Context: an optimization exercise on an open-source flow, tuned for a short achievable clock period and few clock cycles per item. The choices shown serve that exercise and are no tape-out recipe.
The RTL was checked by simulation tests, not by an equivalence proof against the original design.

`config.mk`:
```
export PLATFORM = sky130hd
export DESIGN_NAME = md5Hasher
export DESIGN_NICKNAME = md5Hasher
export VERILOG_FILES = /design/flow/design.v
export SDC_FILE = /design/flow/constraint.sdc
export NUM_CORES = 4
export LEC_CHECK = 0
export CAP_MARGIN = 20
export CORE_MARGIN = 2
export CORE_UTILIZATION = 30
export PLACE_DENSITY = 0.45
export SETUP_SLACK_MARGIN = 3
export SLEW_MARGIN = 20
export SYNTH_HIERARCHICAL = 1
export SYNTH_MINIMUM_KEEP_SIZE = 0
```
`constraint.sdc`:
```
create_clock -name core_clock -period 10.0 [get_ports {clk}]
set_input_delay 2.0000 -clock core_clock [delete_from_list [all_inputs] [get_ports {clk}]]
set_output_delay 2.0000 -clock core_clock [all_outputs]
set_load 0.01 [all_outputs]
```
`design.v`:
```
`timescale 1ns/1ps
`default_nettype none
package md5Pkg;
	typedef logic [31:0] md5Word;
	typedef logic [3:0] byteLen;
	typedef logic [5:0] stepIdx;
	typedef logic [7:0] apbAddr;
	localparam md5Word initA = 32'h67452301;
	localparam md5Word initB = 32'hefcdab89;
	localparam md5Word initC = 32'h98badcfe;
	localparam md5Word initD = 32'h10325476;
	localparam apbAddr guessAddr0 = 8'h00;
	localparam apbAddr lenAddr = 8'h10;
	localparam apbAddr ctrlAddr = 8'h14;
	localparam apbAddr digestAddr0 = 8'h20;
	localparam logic [64*32-1:0] sineTab = {
		32'heb86d391, 32'h2ad7d2bb, 32'hbd3af235, 32'hf7537e82,
		32'h4e0811a1, 32'ha3014314, 32'hfe2ce6e0, 32'h6fa87e4f,
		32'h85845dd1, 32'hffeff47d, 32'h8f0ccc92, 32'h655b59c3,
		32'hfc93a039, 32'hab9423a7, 32'h432aff97, 32'hf4292244,
		32'hc4ac5665, 32'h1fa27cf8, 32'he6db99e5, 32'hd9d4d039,
		32'h04881d05, 32'hd4ef3085, 32'heaa127fa, 32'h289b7ec6,
		32'hbebfbc70, 32'hf6bb4b60, 32'h4bdecfa9, 32'ha4beea44,
		32'hfde5380c, 32'h6d9d6122, 32'h8771f681, 32'hfffa3942,
		32'h8d2a4c8a, 32'h676f02d9, 32'hfcefa3f8, 32'ha9e3e905,
		32'h455a14ed, 32'hf4d50d87, 32'hc33707d6, 32'h21e1cde6,
		32'he7d3fbc8, 32'hd8a1e681, 32'h02441453, 32'hd62f105d,
		32'he9b6c7aa, 32'h265e5a51, 32'hc040b340, 32'hf61e2562,
		32'h49b40821, 32'ha679438e, 32'hfd987193, 32'h6b901122,
		32'h895cd7be, 32'hffff5bb1, 32'h8b44f7af, 32'h698098d8,
		32'hfd469501, 32'ha8304613, 32'h4787c62a, 32'hf57c0faf,
		32'hc1bdceee, 32'h242070db, 32'he8c7b756, 32'hd76aa478
	};
	localparam logic [16*5-1:0] shiftTab = {
		5'd21, 5'd15, 5'd10, 5'd6,
		5'd23, 5'd16, 5'd11, 5'd4,
		5'd20, 5'd14, 5'd9, 5'd5,
		5'd22, 5'd17, 5'd12, 5'd7
	};
	localparam int pipeLatency = 23;
	localparam logic [63:0] cutMask = 64'h9249249249249249;
endpackage
`default_nettype wire
`timescale 1ns/1ps
`default_nettype none
module md5ApbRegs (
	input logic clk,
	input logic rst,
	input logic psel,
	input logic penable,
	input logic pwrite,
	input md5Pkg::apbAddr paddr,
	input md5Pkg::md5Word pwdata,
	output md5Pkg::md5Word prdata,
	output logic pready,
	output logic pslverr,
	output md5Pkg::md5Word guess0,
	output md5Pkg::md5Word guess1,
	output md5Pkg::md5Word guess2,
	output md5Pkg::md5Word guess3,
	output md5Pkg::byteLen guessLen,
	output logic startReq,
	output logic msgWrite,
	input logic busy,
	input logic done,
	input md5Pkg::md5Word digestA,
	input md5Pkg::md5Word digestB,
	input md5Pkg::md5Word digestC,
	input md5Pkg::md5Word digestD
);
	md5Pkg::md5Word guessReg [4];
	md5Pkg::byteLen lenReg;
	logic accessPhase;
	logic wrEn;
	logic rdEn;
	logic aligned;
	logic guessHit;
	logic lenHit;
	logic ctrlHit;
	logic digestHit;
	logic mapped;
	md5Pkg::md5Word rdMux;
	assign accessPhase = psel && penable;
	assign wrEn = accessPhase && pwrite;
	assign rdEn = accessPhase && !pwrite;
	assign aligned = paddr[1:0] == 2'b00;
	assign guessHit = aligned && (paddr[7:4] == md5Pkg::guessAddr0[7:4]);
	assign digestHit = aligned && (paddr[7:4] == md5Pkg::digestAddr0[7:4]);
	assign lenHit = paddr == md5Pkg::lenAddr;
	assign ctrlHit = paddr == md5Pkg::ctrlAddr;
	assign mapped = guessHit || digestHit || lenHit || ctrlHit;
	assign pready = 1'b1;
	assign pslverr = accessPhase && !mapped;
	assign startReq = wrEn && ctrlHit && pwdata[0];
	assign msgWrite = wrEn && (guessHit || lenHit);
	always_ff @(posedge clk) begin
		if (rst) begin
			for (int k = 0; k < 4; k++)
				guessReg[k] <= '0;
			lenReg <= '0;
		end else if (wrEn) begin
			if (guessHit)
				guessReg[paddr[3:2]] <= pwdata;
			if (lenHit)
				lenReg <= pwdata[3:0];
		end
	end
	assign guess0 = guessReg[0];
	assign guess1 = guessReg[1];
	assign guess2 = guessReg[2];
	assign guess3 = guessReg[3];
	assign guessLen = lenReg;
	always_comb begin
		rdMux = '0;
		if (guessHit)
			rdMux = guessReg[paddr[3:2]];
		else if (lenHit)
			rdMux = {28'b0, lenReg};
		else if (ctrlHit)
			rdMux = {30'b0, done, busy};
		else if (digestHit) begin
			case (paddr[3:2])
				2'd0: rdMux = digestA;
				2'd1: rdMux = digestB;
				2'd2: rdMux = digestC;
				default: rdMux = digestD;
			endcase
		end
	end
	assign prdata = rdEn ? rdMux : '0;
endmodule
`default_nettype wire
`timescale 1ns/1ps
`default_nettype none
module md5Control (
	input logic clk,
	input logic rst,
	input logic startReq,
	input logic msgWrite,
	output logic capture,
	output logic busy,
	output logic done
);
	localparam int lastAge = md5Pkg::pipeLatency - 1;
	logic [4:0] msgAge;
	logic [4:0] remain;
	logic busyReg;
	logic doneReg;
	logic accept;
	logic ready;
	assign accept = startReq && !busyReg;
	assign ready = msgAge == 5'(lastAge);
	assign capture = (accept && ready) || (busyReg && remain == 5'd1);
	always_ff @(posedge clk) begin
		if (rst) begin
			msgAge <= '0;
			remain <= '0;
			busyReg <= 1'b0;
			doneReg <= 1'b0;
		end else begin
			if (msgWrite)
				msgAge <= '0;
			else if (!ready)
				msgAge <= msgAge + 5'd1;
			if (accept) begin
				busyReg <= !ready;
				doneReg <= ready;
				remain <= 5'(lastAge) - msgAge;
			end else if (busyReg) begin
				remain <= remain - 5'd1;
				if (remain == 5'd1) begin
					busyReg <= 1'b0;
					doneReg <= 1'b1;
				end
			end
		end
	end
	assign busy = busyReg;
	assign done = doneReg;
endmodule
`default_nettype wire
`timescale 1ns/1ps
`default_nettype none
module md5MessagePad (
	input md5Pkg::md5Word guess0,
	input md5Pkg::md5Word guess1,
	input md5Pkg::md5Word guess2,
	input md5Pkg::md5Word guess3,
	input md5Pkg::byteLen guessLen,
	output logic [3:0][31:0] msgWords,
	output md5Pkg::md5Word lenWord
);
	logic [3:0][31:0] guessWords;
	assign guessWords[0] = guess0;
	assign guessWords[1] = guess1;
	assign guessWords[2] = guess2;
	assign guessWords[3] = guess3;
	always_comb begin
		for (int i = 0; i < 16; i++) begin
			if (i < {28'b0, guessLen})
				msgWords[i / 4][8 * (i % 4) +: 8] = guessWords[i / 4][8 * (i % 4) +: 8];
			else if (i == {28'b0, guessLen})
				msgWords[i / 4][8 * (i % 4) +: 8] = 8'h80;
			else
				msgWords[i / 4][8 * (i % 4) +: 8] = 8'h00;
		end
	end
	assign lenWord = {25'b0, guessLen, 3'b000};
endmodule
`default_nettype wire
`timescale 1ns/1ps
`default_nettype none
module md5PrefixPos #(
	parameter int DIST = 1
) (
	input logic [31:0] genIn,
	input logic [31:0] propIn,
	output logic [31:0] genOutN,
	output logic [31:0] propOutN
);
	assign genOutN = ~(genIn | (propIn & {genIn[31 - DIST:0], {DIST{1'b0}}}));
	assign propOutN = ~(propIn & {propIn[31 - DIST:0], {DIST{1'b1}}});
endmodule
module md5PrefixNeg #(
	parameter int DIST = 1
) (
	input logic [31:0] genInN,
	input logic [31:0] propInN,
	output logic [31:0] genOut,
	output logic [31:0] propOut
);
	assign genOut = ~(genInN & (propInN | {genInN[31 - DIST:0], {DIST{1'b1}}}));
	assign propOut = ~(propInN | {propInN[31 - DIST:0], {DIST{1'b0}}});
endmodule
module md5PrefixTreePos (
	input logic [31:0] gen,
	input logic [31:0] prop,
	output logic [31:0] groupGenN
);
	logic [31:0] g1N, p1N, g2, p2, g3N, p3N, g4, p4, p5N;
	md5PrefixPos #(.DIST(1)) level1 (.genIn(gen), .propIn(prop), .genOutN(g1N), .propOutN(p1N));
	md5PrefixNeg #(.DIST(2)) level2 (.genInN(g1N), .propInN(p1N), .genOut(g2), .propOut(p2));
	md5PrefixPos #(.DIST(4)) level3 (.genIn(g2), .propIn(p2), .genOutN(g3N), .propOutN(p3N));
	md5PrefixNeg #(.DIST(8)) level4 (.genInN(g3N), .propInN(p3N), .genOut(g4), .propOut(p4));
	md5PrefixPos #(.DIST(16)) level5 (.genIn(g4), .propIn(p4), .genOutN(groupGenN), .propOutN(p5N));
endmodule
module md5PrefixTreeNeg (
	input logic [31:0] genN,
	input logic [31:0] propN,
	output logic [31:0] groupGen
);
	logic [31:0] g1, p1, g2N, p2N, g3, p3, g4N, p4N, p5;
	md5PrefixNeg #(.DIST(1)) level1 (.genInN(genN), .propInN(propN), .genOut(g1), .propOut(p1));
	md5PrefixPos #(.DIST(2)) level2 (.genIn(g1), .propIn(p1), .genOutN(g2N), .propOutN(p2N));
	md5PrefixNeg #(.DIST(4)) level3 (.genInN(g2N), .propInN(p2N), .genOut(g3), .propOut(p3));
	md5PrefixPos #(.DIST(8)) level4 (.genIn(g3), .propIn(p3), .genOutN(g4N), .propOutN(p4N));
	md5PrefixNeg #(.DIST(16)) level5 (.genInN(g4N), .propInN(p4N), .genOut(groupGen), .propOut(p5));
endmodule
module md5StepPre #(
	parameter int ROUND = 0
) (
	input md5Pkg::md5Word addend,
	input md5Pkg::md5Word cIn,
	input md5Pkg::md5Word dIn,
	output md5Pkg::md5Word genOne,
	output md5Pkg::md5Word genZero,
	output md5Pkg::md5Word propOne,
	output md5Pkg::md5Word propZero
);
	md5Pkg::md5Word funcOne;
	md5Pkg::md5Word funcZero;
	generate
		if (ROUND == 0) begin : gF
			assign funcOne = cIn;
			assign funcZero = dIn;
		end else if (ROUND == 1) begin : gG
			assign funcOne = cIn | dIn;
			assign funcZero = cIn & ~dIn;
		end else if (ROUND == 2) begin : gH
			assign funcOne = ~(cIn ^ dIn);
			assign funcZero = cIn ^ dIn;
		end else begin : gI
			assign funcOne = ~cIn;
			assign funcZero = cIn ^ ~dIn;
		end
	endgenerate
	assign genOne = funcOne & addend;
	assign genZero = funcZero & addend;
	assign propOne = funcOne ^ addend;
	assign propZero = funcZero ^ addend;
endmodule
module md5StepSelect (
	input md5Pkg::md5Word sel,
	input md5Pkg::md5Word genOne,
	input md5Pkg::md5Word genZero,
	input md5Pkg::md5Word propOne,
	input md5Pkg::md5Word propZero,
	output md5Pkg::md5Word genN,
	output md5Pkg::md5Word propN
);
	assign genN = ~((sel & genOne) | (~sel & genZero));
	assign propN = ~((sel & propOne) | (~sel & propZero));
endmodule
module md5StepSplitPre (
	input md5Pkg::md5Word propN,
	input md5Pkg::md5Word genOne,
	input md5Pkg::md5Word genZero,
	input md5Pkg::md5Word propOne,
	input md5Pkg::md5Word propZero,
	output md5Pkg::md5Word genCarry,
	output md5Pkg::md5Word genNoCarry,
	output md5Pkg::md5Word propCarry,
	output md5Pkg::md5Word propNoCarry
);
	assign genCarry = (propN & genOne) | (~propN & genZero);
	assign genNoCarry = (~propN & genOne) | (propN & genZero);
	assign propCarry = (propN & propOne) | (~propN & propZero);
	assign propNoCarry = (~propN & propOne) | (propN & propZero);
endmodule
module md5StepSplitSelect (
	input md5Pkg::md5Word groupGen,
	input md5Pkg::md5Word genCarry,
	input md5Pkg::md5Word genNoCarry,
	input md5Pkg::md5Word propCarry,
	input md5Pkg::md5Word propNoCarry,
	output md5Pkg::md5Word genN,
	output md5Pkg::md5Word propN
);
	md5Pkg::md5Word carry;
	assign carry = {groupGen[30:0], 1'b0};
	assign genN = ~((carry & genCarry) | (~carry & genNoCarry));
	assign propN = ~((carry & propCarry) | (~carry & propNoCarry));
endmodule
module md5StepCross #(
	parameter int SHIFT = 7
) (
	input md5Pkg::md5Word bIn,
	input md5Pkg::md5Word propN,
	output md5Pkg::md5Word sumIfNoCarry,
	output md5Pkg::md5Word genIfCarry,
	output md5Pkg::md5Word genIfNoCarry
);
	md5Pkg::md5Word propRot;
	assign propRot = ~((propN << SHIFT) | (propN >> (32 - SHIFT)));
	assign sumIfNoCarry = bIn ^ propRot;
	assign genIfCarry = bIn & ~propRot;
	assign genIfNoCarry = bIn & propRot;
endmodule
module md5StepMid #(
	parameter int SHIFT = 7
) (
	input md5Pkg::md5Word groupGen,
	input md5Pkg::md5Word sumIfNoCarry,
	input md5Pkg::md5Word genIfCarry,
	input md5Pkg::md5Word genIfNoCarry,
	output md5Pkg::md5Word genN,
	output md5Pkg::md5Word propN
);
	md5Pkg::md5Word carry;
	md5Pkg::md5Word carryRot;
	assign carry = {groupGen[30:0], 1'b0};
	assign carryRot = (carry << SHIFT) | (carry >> (32 - SHIFT));
	assign genN = ~((carryRot & genIfCarry) | (~carryRot & genIfNoCarry));
	assign propN = ~(sumIfNoCarry ^ carryRot);
endmodule
module md5StepSum (
	input md5Pkg::md5Word propN,
	input md5Pkg::md5Word groupGen,
	output md5Pkg::md5Word sum
);
	assign sum = ~(propN ^ {groupGen[30:0], 1'b0});
endmodule
module md5AddTerms (
	input md5Pkg::md5Word x,
	input md5Pkg::md5Word y,
	output md5Pkg::md5Word genN,
	output md5Pkg::md5Word propN
);
	assign genN = ~(x & y);
	assign propN = ~(x ^ y);
endmodule
module md5Add32 (
	input md5Pkg::md5Word x,
	input md5Pkg::md5Word y,
	output md5Pkg::md5Word sum
);
	md5Pkg::md5Word genN;
	md5Pkg::md5Word propN;
	md5Pkg::md5Word groupGen;
	md5AddTerms terms (
		.x(x),
		.y(y),
		.genN(genN),
		.propN(propN)
	);
	md5PrefixTreeNeg carries (
		.genN(genN),
		.propN(propN),
		.groupGen(groupGen)
	);
	md5StepSum sumBits (
		.propN(propN),
		.groupGen(groupGen),
		.sum(sum)
	);
endmodule
module md5StepAddend #(
	parameter int STEP = 0,
	parameter bit USE_MSG = 1'b1
) (
	input md5Pkg::md5Word aIn,
	input md5Pkg::md5Word msgWord,
	output md5Pkg::md5Word addend
);
	localparam logic [31:0] sineVal = md5Pkg::sineTab[STEP * 32 +: 32];
	md5Pkg::md5Word constPart;
	generate
		if (USE_MSG) begin : gMsg
			md5Add32 addMsg (
				.x(msgWord),
				.y(sineVal),
				.sum(constPart)
			);
		end else begin : gNoMsg
			assign constPart = sineVal;
		end
	endgenerate
	md5Add32 addA (
		.x(aIn),
		.y(constPart),
		.sum(addend)
	);
endmodule
module md5RoundStep #(
	parameter int STEP = 0,
	parameter bit SPLIT = 1'b0,
	parameter bit TERMS_IN = 1'b0
) (
	input md5Pkg::md5Word addend,
	input logic [4*32-1:0] termsIn,
	input md5Pkg::md5Word bIn,
	input md5Pkg::md5Word bPropN,
	input md5Pkg::md5Word bGroupGen,
	input md5Pkg::md5Word cIn,
	input md5Pkg::md5Word dIn,
	output md5Pkg::md5Word bOut,
	output md5Pkg::md5Word bOutPropN,
	output md5Pkg::md5Word bOutGroupGen
);
	localparam int round = STEP / 16;
	localparam int shiftAmt = md5Pkg::shiftTab[(round * 4 + STEP % 4) * 5 +: 5];
	md5Pkg::md5Word genOne;
	md5Pkg::md5Word genZero;
	md5Pkg::md5Word propOne;
	md5Pkg::md5Word propZero;
	md5Pkg::md5Word gen1N;
	md5Pkg::md5Word prop1N;
	md5Pkg::md5Word groupGen1;
	md5Pkg::md5Word sumIfNoCarry;
	md5Pkg::md5Word genIfCarry;
	md5Pkg::md5Word genIfNoCarry;
	md5Pkg::md5Word gen2N;
	md5Pkg::md5Word prop2N;
	md5Pkg::md5Word groupGen2;
	generate
		if (TERMS_IN) begin : gTermsIn
			assign {genOne, genZero, propOne, propZero} = termsIn;
		end else begin : gTermsHere
			md5StepPre #(
				.ROUND(round)
			) pre (
				.addend(addend),
				.cIn(cIn),
				.dIn(dIn),
				.genOne(genOne),
				.genZero(genZero),
				.propOne(propOne),
				.propZero(propZero)
			);
		end
		if (SPLIT) begin : gSplit
			md5Pkg::md5Word genCarry;
			md5Pkg::md5Word genNoCarry;
			md5Pkg::md5Word propCarry;
			md5Pkg::md5Word propNoCarry;
			md5StepSplitPre splitPre (
				.propN(bPropN),
				.genOne(genOne),
				.genZero(genZero),
				.propOne(propOne),
				.propZero(propZero),
				.genCarry(genCarry),
				.genNoCarry(genNoCarry),
				.propCarry(propCarry),
				.propNoCarry(propNoCarry)
			);
			md5StepSplitSelect splitSelect (
				.groupGen(bGroupGen),
				.genCarry(genCarry),
				.genNoCarry(genNoCarry),
				.propCarry(propCarry),
				.propNoCarry(propNoCarry),
				.genN(gen1N),
				.propN(prop1N)
			);
		end else begin : gWhole
			md5StepSelect select (
				.sel(bIn),
				.genOne(genOne),
				.genZero(genZero),
				.propOne(propOne),
				.propZero(propZero),
				.genN(gen1N),
				.propN(prop1N)
			);
		end
	endgenerate
	md5PrefixTreeNeg carries1 (
		.genN(gen1N),
		.propN(prop1N),
		.groupGen(groupGen1)
	);
	md5StepCross #(
		.SHIFT(shiftAmt)
	) crossTerms (
		.bIn(bIn),
		.propN(prop1N),
		.sumIfNoCarry(sumIfNoCarry),
		.genIfCarry(genIfCarry),
		.genIfNoCarry(genIfNoCarry)
	);
	md5StepMid #(
		.SHIFT(shiftAmt)
	) mid (
		.groupGen(groupGen1),
		.sumIfNoCarry(sumIfNoCarry),
		.genIfCarry(genIfCarry),
		.genIfNoCarry(genIfNoCarry),
		.genN(gen2N),
		.propN(prop2N)
	);
	md5PrefixTreeNeg carries2 (
		.genN(gen2N),
		.propN(prop2N),
		.groupGen(groupGen2)
	);
	md5StepSum sumBits (
		.propN(prop2N),
		.groupGen(groupGen2),
		.sum(bOut)
	);
	assign bOutPropN = prop2N;
	assign bOutGroupGen = groupGen2;
endmodule
`default_nettype wire
`timescale 1ns/1ps
`default_nettype none
module md5DigestAdd (
	input logic clk,
	input logic rst,
	input logic capture,
	input md5Pkg::md5Word stateA,
	input md5Pkg::md5Word stateB,
	input md5Pkg::md5Word stateC,
	input md5Pkg::md5Word stateD,
	output md5Pkg::md5Word digestA,
	output md5Pkg::md5Word digestB,
	output md5Pkg::md5Word digestC,
	output md5Pkg::md5Word digestD
);
	md5Pkg::md5Word sumA;
	md5Pkg::md5Word sumB;
	md5Pkg::md5Word sumC;
	md5Pkg::md5Word sumD;
	md5Pkg::md5Word digA;
	md5Pkg::md5Word digB;
	md5Pkg::md5Word digC;
	md5Pkg::md5Word digD;
	md5Add32 addA (.x(stateA), .y(md5Pkg::initA), .sum(sumA));
	md5Add32 addB (.x(stateB), .y(md5Pkg::initB), .sum(sumB));
	md5Add32 addC (.x(stateC), .y(md5Pkg::initC), .sum(sumC));
	md5Add32 addD (.x(stateD), .y(md5Pkg::initD), .sum(sumD));
	always_ff @(posedge clk) begin
		if (rst) begin
			digA <= '0;
			digB <= '0;
			digC <= '0;
			digD <= '0;
		end else if (capture) begin
			digA <= sumA;
			digB <= sumB;
			digC <= sumC;
			digD <= sumD;
		end
	end
	assign digestA = digA;
	assign digestB = digB;
	assign digestC = digC;
	assign digestD = digD;
endmodule
`default_nettype wire
`timescale 1ns/1ps
`default_nettype none
module md5Hasher (
	input logic clk,
	input logic rst,
	input logic psel,
	input logic penable,
	input logic pwrite,
	input md5Pkg::apbAddr paddr,
	input md5Pkg::md5Word pwdata,
	output md5Pkg::md5Word prdata,
	output logic pready,
	output logic pslverr
);
	md5Pkg::md5Word guess0;
	md5Pkg::md5Word guess1;
	md5Pkg::md5Word guess2;
	md5Pkg::md5Word guess3;
	md5Pkg::byteLen guessLen;
	logic startReq;
	logic msgWrite;
	logic busy;
	logic done;
	logic capture;
	md5Pkg::md5Word digestA;
	md5Pkg::md5Word digestB;
	md5Pkg::md5Word digestC;
	md5Pkg::md5Word digestD;
	logic [3:0][31:0] padWords;
	md5Pkg::md5Word padLen;
	logic [65*32-1:0] stA;
	logic [65*32-1:0] stB;
	logic [65*32-1:0] stC;
	logic [65*32-1:0] stD;
	logic [65*160-1:0] stMsg;
	logic [65*32-1:0] stPropN;
	logic [65*32-1:0] stGroupGen;
	logic [64*32-1:0] stAddendNext;
	md5ApbRegs apbRegs (
		.clk(clk),
		.rst(rst),
		.psel(psel),
		.penable(penable),
		.pwrite(pwrite),
		.paddr(paddr),
		.pwdata(pwdata),
		.prdata(prdata),
		.pready(pready),
		.pslverr(pslverr),
		.guess0(guess0),
		.guess1(guess1),
		.guess2(guess2),
		.guess3(guess3),
		.guessLen(guessLen),
		.startReq(startReq),
		.msgWrite(msgWrite),
		.busy(busy),
		.done(done),
		.digestA(digestA),
		.digestB(digestB),
		.digestC(digestC),
		.digestD(digestD)
	);
	md5Control control (
		.clk(clk),
		.rst(rst),
		.startReq(startReq),
		.msgWrite(msgWrite),
		.capture(capture),
		.busy(busy),
		.done(done)
	);
	md5MessagePad messagePad (
		.guess0(guess0),
		.guess1(guess1),
		.guess2(guess2),
		.guess3(guess3),
		.guessLen(guessLen),
		.msgWords(padWords),
		.lenWord(padLen)
	);
	assign stA[31:0] = md5Pkg::initA;
	assign stB[31:0] = md5Pkg::initB;
	assign stC[31:0] = md5Pkg::initC;
	assign stD[31:0] = md5Pkg::initD;
	assign stMsg[159:0] = {padLen, padWords};
	assign stPropN[31:0] = '0;
	assign stGroupGen[31:0] = '0;
	generate
		for (genvar i = 0; i < 64; i++) begin : gStep
			localparam int g = (i < 16) ? i : (i < 32) ? (5 * i + 1) % 16 :
				(i < 48) ? (3 * i + 5) % 16 : (7 * i) % 16;
			localparam int gNext = (i + 1 < 16) ? i + 1 : (i + 1 < 32) ? (5 * i + 6) % 16 :
				(i + 1 < 48) ? (3 * i + 8) % 16 : (7 * i + 7) % 16;
			localparam bit cutHere = md5Pkg::cutMask[i];
			localparam bit cutBefore = (i > 0) && md5Pkg::cutMask[i - 1];
			logic [31:0] inB;
			logic [31:0] inC;
			logic [31:0] inD;
			logic [159:0] inMsg;
			logic [31:0] addendIn;
			logic [4*32-1:0] termsIn;
			logic [31:0] msgHere;
			logic [31:0] msgAhead;
			if (g < 4) begin : gWordHere
				assign msgHere = stMsg[160 * i + 32 * g +: 32];
			end else if (g == 14) begin : gLenHere
				assign msgHere = stMsg[160 * i + 128 +: 32];
			end else begin : gZeroHere
				assign msgHere = '0;
			end
			if (gNext < 4) begin : gWordAhead
				assign msgAhead = stMsg[160 * i + 32 * gNext +: 32];
			end else if (gNext == 14) begin : gLenAhead
				assign msgAhead = stMsg[160 * i + 128 +: 32];
			end else begin : gZeroAhead
				assign msgAhead = '0;
			end
			if (cutHere) begin : gReg
				logic [31:0] addendNow;
				logic [31:0] addendNext;
				assign addendNow = stA[32 * i +: 32] + (md5Pkg::sineTab[32 * (i) +: 32] + msgHere);
				if (i < 63) begin : gAheadReg
					logic [31:0] addendFollow;
					assign addendFollow = stD[32 * i +: 32] + (md5Pkg::sineTab[32 * (i + 1) +: 32] + msgAhead);
					always_ff @(posedge clk)
						addendNext <= addendFollow;
				end else begin : gLast
					assign addendNext = '0;
				end
				logic [4*32-1:0] termsNow;
				md5StepPre #(
					.ROUND(i / 16)
				) termsAhead (
					.addend(addendNow),
					.cIn(stC[32 * i +: 32]),
					.dIn(stD[32 * i +: 32]),
					.genOne(termsNow[96 +: 32]),
					.genZero(termsNow[64 +: 32]),
					.propOne(termsNow[32 +: 32]),
					.propZero(termsNow[0 +: 32])
				);
				assign addendIn = '0;
				always_ff @(posedge clk) begin
					termsIn <= termsNow;
					inB <= stB[32 * i +: 32];
					inC <= stC[32 * i +: 32];
					inD <= stD[32 * i +: 32];
					inMsg <= stMsg[160 * i +: 160];
				end
				assign stAddendNext[32 * i +: 32] = addendNext;
			end else begin : gWire
				assign inB = stB[32 * i +: 32];
				assign inC = stC[32 * i +: 32];
				assign inD = stD[32 * i +: 32];
				assign inMsg = stMsg[160 * i +: 160];
				if (cutBefore) begin : gAhead
					assign addendIn = stAddendNext[32 * (i - 1) +: 32];
					assign termsIn = '0;
				end else begin : gForm
					assign addendIn = stA[32 * i +: 32] + (md5Pkg::sineTab[32 * (i) +: 32] + msgHere);
					assign termsIn = '0;
				end
				assign stAddendNext[32 * i +: 32] = '0;
			end
			md5RoundStep #(
				.STEP(i),
				.SPLIT(!cutHere && i > 0),
				.TERMS_IN(cutHere)
			) roundStep (
				.addend(addendIn),
				.termsIn(termsIn),
				.bIn(inB),
				.bPropN(stPropN[32 * i +: 32]),
				.bGroupGen(stGroupGen[32 * i +: 32]),
				.cIn(inC),
				.dIn(inD),
				.bOut(stB[32 * (i + 1) +: 32]),
				.bOutPropN(stPropN[32 * (i + 1) +: 32]),
				.bOutGroupGen(stGroupGen[32 * (i + 1) +: 32])
			);
			assign stA[32 * (i + 1) +: 32] = inD;
			assign stC[32 * (i + 1) +: 32] = inB;
			assign stD[32 * (i + 1) +: 32] = inC;
			assign stMsg[160 * (i + 1) +: 160] = inMsg;
		end
	endgenerate
	md5DigestAdd digestAdd (
		.clk(clk),
		.rst(rst),
		.capture(capture),
		.stateA(stA[64 * 32 +: 32]),
		.stateB(stB[64 * 32 +: 32]),
		.stateC(stC[64 * 32 +: 32]),
		.stateD(stD[64 * 32 +: 32]),
		.digestA(digestA),
		.digestB(digestB),
		.digestC(digestC),
		.digestD(digestD)
	);
endmodule
`default_nettype wire
```
`run.sh`:
```
#!/bin/bash
# synth_recipe.tcl (not shown) runs the flow's synth.tcl, then flattens the netlist and writes it again
# the make line also repeats each setting of config.mk as NAME=value (left out here)
make -C /OpenROAD-flow-scripts/flow DESIGN_CONFIG=/design/flow/config.mk WORK_HOME=/design/flow/orfs CLKGATE_MAP_FILE= SYNTH_SCRIPT=/design/flow/synth_recipe.tcl finish
```
==> impl_results.md <==
* Layout cells sized above 1 at 0.2039
* Clock Sinks at 7,970
* PortBufs at 77
* Antenna violations before repair at 402
* Core footprint at 2,208,000 um2
* Achievable frequency at around 0.11 GHz
* Starting Density at 0.3005
* Slew HR at 0.1080
* Drt wl/cell at 26.82 um
* Worst-path clk slew at 0.06 ns
* Multi-input gate area at between 400,000 and 500,000 um2
* Hold Violations, Final at 0
* Final setup vio count at 0
* Number of global-route vias before repair at 621,500
* TritonCTS clock tree: done
* Grt total ovfl at 0
* Slew @ Worst Pin at 1.338 ns
* # DRC at 0
* Fillers at 230,900
* Critical path endpoint category: flip-flop
* Mean Syn Cell Area at 8.243 um2
* Synthesized area at ~660,000 um2
* Final slew viol count at 0
* Status: no timing/DRC/antenna violations
* Maximum fanout along the worst path at 4
* Area growth, synth to finish at 29.62%
* Hold Crit Class: flip-flop to flip-flop
* Htree depth at 6
* RSZ-0062 raised after global routing: true
* Total Wirelength at approximately 3,400,000 um
* Critical Path RT at ~11 ns
* Row count at 546
* GPL Wtd Cong at 1.007
* Max-cap violations at 0
* Post-Route Setup TNS at 0 ns
* Crit path time final at just over 9 ns
* Worst-skew pair later-pin latency at 1.57 ns
* Clock Skews at 0.2048 ns
* CP Launch Type: flip-flop
* Hold slack final at ~0.23 ns
* Setup ws final at 0.7968 ns
* Critical path's most frequent cell: buf_4
* Final period utilization at 0.9203
* # placed instances at around 130k
* Worst setup path category: flip-flop to flip-flop
* Crit-path max cell delay at 0.51 ns
* Die X at 1491 um
* Yosys warns at 11
* Clock buffer depth at 6
* Vias per inst at approximately 5.0
* Crit-path slowest cell: dfxtp_1
* Post-Syn Instances at 80,490
* Crit path DAT at 10.54 ns
* Root Driver: clkbuf_16
* Gr usage total at 0.2930
* Pin count of the biggest net entering global routing at 109
* Post-DP HPWL at 3,004,000 um
* Die height at 1491 um
* Drt initial violations at 52,070
* Pre-CTS WS at -0.3553 ns
* Nets at 106,200
* Antenna-violating nets left at 0
* Clock buffer count from CTS at 893
* Number of detailed-route iterations in the first pass at 9
* DR vias at 642,100
* I/O pin total at 79
* First-pass GRT wire length at 4,680,000 um
* Register area at 161,200 um2
* Die ar. at 2,223,000 um2
* Finished Layout Cells at 127,300
==> final timing paths <==
| kind | start | to | slack, ns | cells past startpoint |
|---|---|---|---|---|
| max | gStep[27].inB[24] | gStep[30].inB[12] | 0.80 | 47 |
| max reg2reg | gStep[27].inB[24] | gStep[30].inB[12] | 0.80 | 47 |
| min reg2reg | gStep[3].inMsg[123] | gStep[6].inMsg[123] | 0.23 | 0 |
| min | gStep[3].inMsg[123] | gStep[6].inMsg[123] | 0.23 | 0 |
==> flip-flops by register name, summed over array words and instances (netlist names), 128 cells and up <==
register / flops
apbRegs.guessReg: 128
gStep.inMsg: 2878
gStep.inB: 672
gStep.termsIn: 2772
gStep.gReg.addendNext: 672
gStep.inC: 672
==> cell type report <==
class | instances | share of cell area
diodes | 317 | 0.0009224
clock buffers | 1176 | 0.02918
clock inverters | 464 | 0.007007
inverters | 9438 | 0.04121
multi-input cells | 63320 | 0.5567
flip-flops and latches | 7970 | 0.1874
well taps | 29320 | 0.04265
repair buffers | 15280 | 0.1349
==> critical path, delay by kind of cell (launching register included) <==
family,cells,cell delay [ns]
compound gates,22,3.86
buf+inv,11,1.75
mux,4,1.14
simple gates,7,1.13
xor+xnor,3,0.60
flops,1,0.51
==> through the flow <==
stage | instance area, um2 | utilization
finish | 860000 | 0.3895
global route | 859500 | 0.3893
CTS | 854200 | 0.3869
detailed placement | 818400 | 0.3706
global placement | 818200 | 0.3706
floorplan | 666700 | -
==> cells in the final DEF, fill, tap and decap left out, types with 898 or more instances in the layout <==
cell / n
dfxtp_1: 7631
xnor2_1: 5676
mux2_1: 5208
a21oi_1: 6947
nor2_1: 7646
nand2_1: 6237
buf_4: 15090
inv_1: 9428
o21ai_1: 8941
mux2i_1: 5477
ha_1: 9205
clkbuf_16: 898
xor2_1: 1195
==> routing by layer <==
metal / vias up / global-route usage / routed length, um
met3: 3840 / 0.03644 / 194800
met4: 86 / 0.1142 / 158400
met1: 311800 / 0.4023 / 1574000
li1: 307500 / - / -
met5: - / 0 / 549
met2: 18960 / 0.4661 / 1487000
==> timing repair <==
action / CTS / global route
cloned: 0 / 0
hold buffers: 0 / 0
endpoints found under the setup margin: 3431 / 3525
pin swaps: 24 / 23
gates resized for setup: 1100 / 1156
endpoints found under the hold margin: 0 / 0
setup buffers: 31 / 22
Testbench counts, summed over its fixed seeds: cycles 8,608, items 384.

what the ideal ports hide:
How much do the figures lean on ideal ports? The routed layout below was timed once more, with nothing changed but the port constraints.
Step 1 assumes that a clkbuf_16 drives the clock port and a buf_2 every other input.
Step 2, shift: input delay + t, output delay - t, t = (earliest + latest rising clock arrival at the registers) / 2. This alone moves slack from input paths to output paths.
Slacks: no drivers / after step 1 / after step 2; pairs: no drivers / after step 1.
shift t [ns]: 1.680
setup WS [ns]: 0.797 / 0.797 / 0.797
worst slew at a driven data input, ns: 0.61
After both steps setup and hold are still met in this run. For this run, drivers alone change the setup slack by 0.000 ns; drivers and shift together by 0.000 ns.
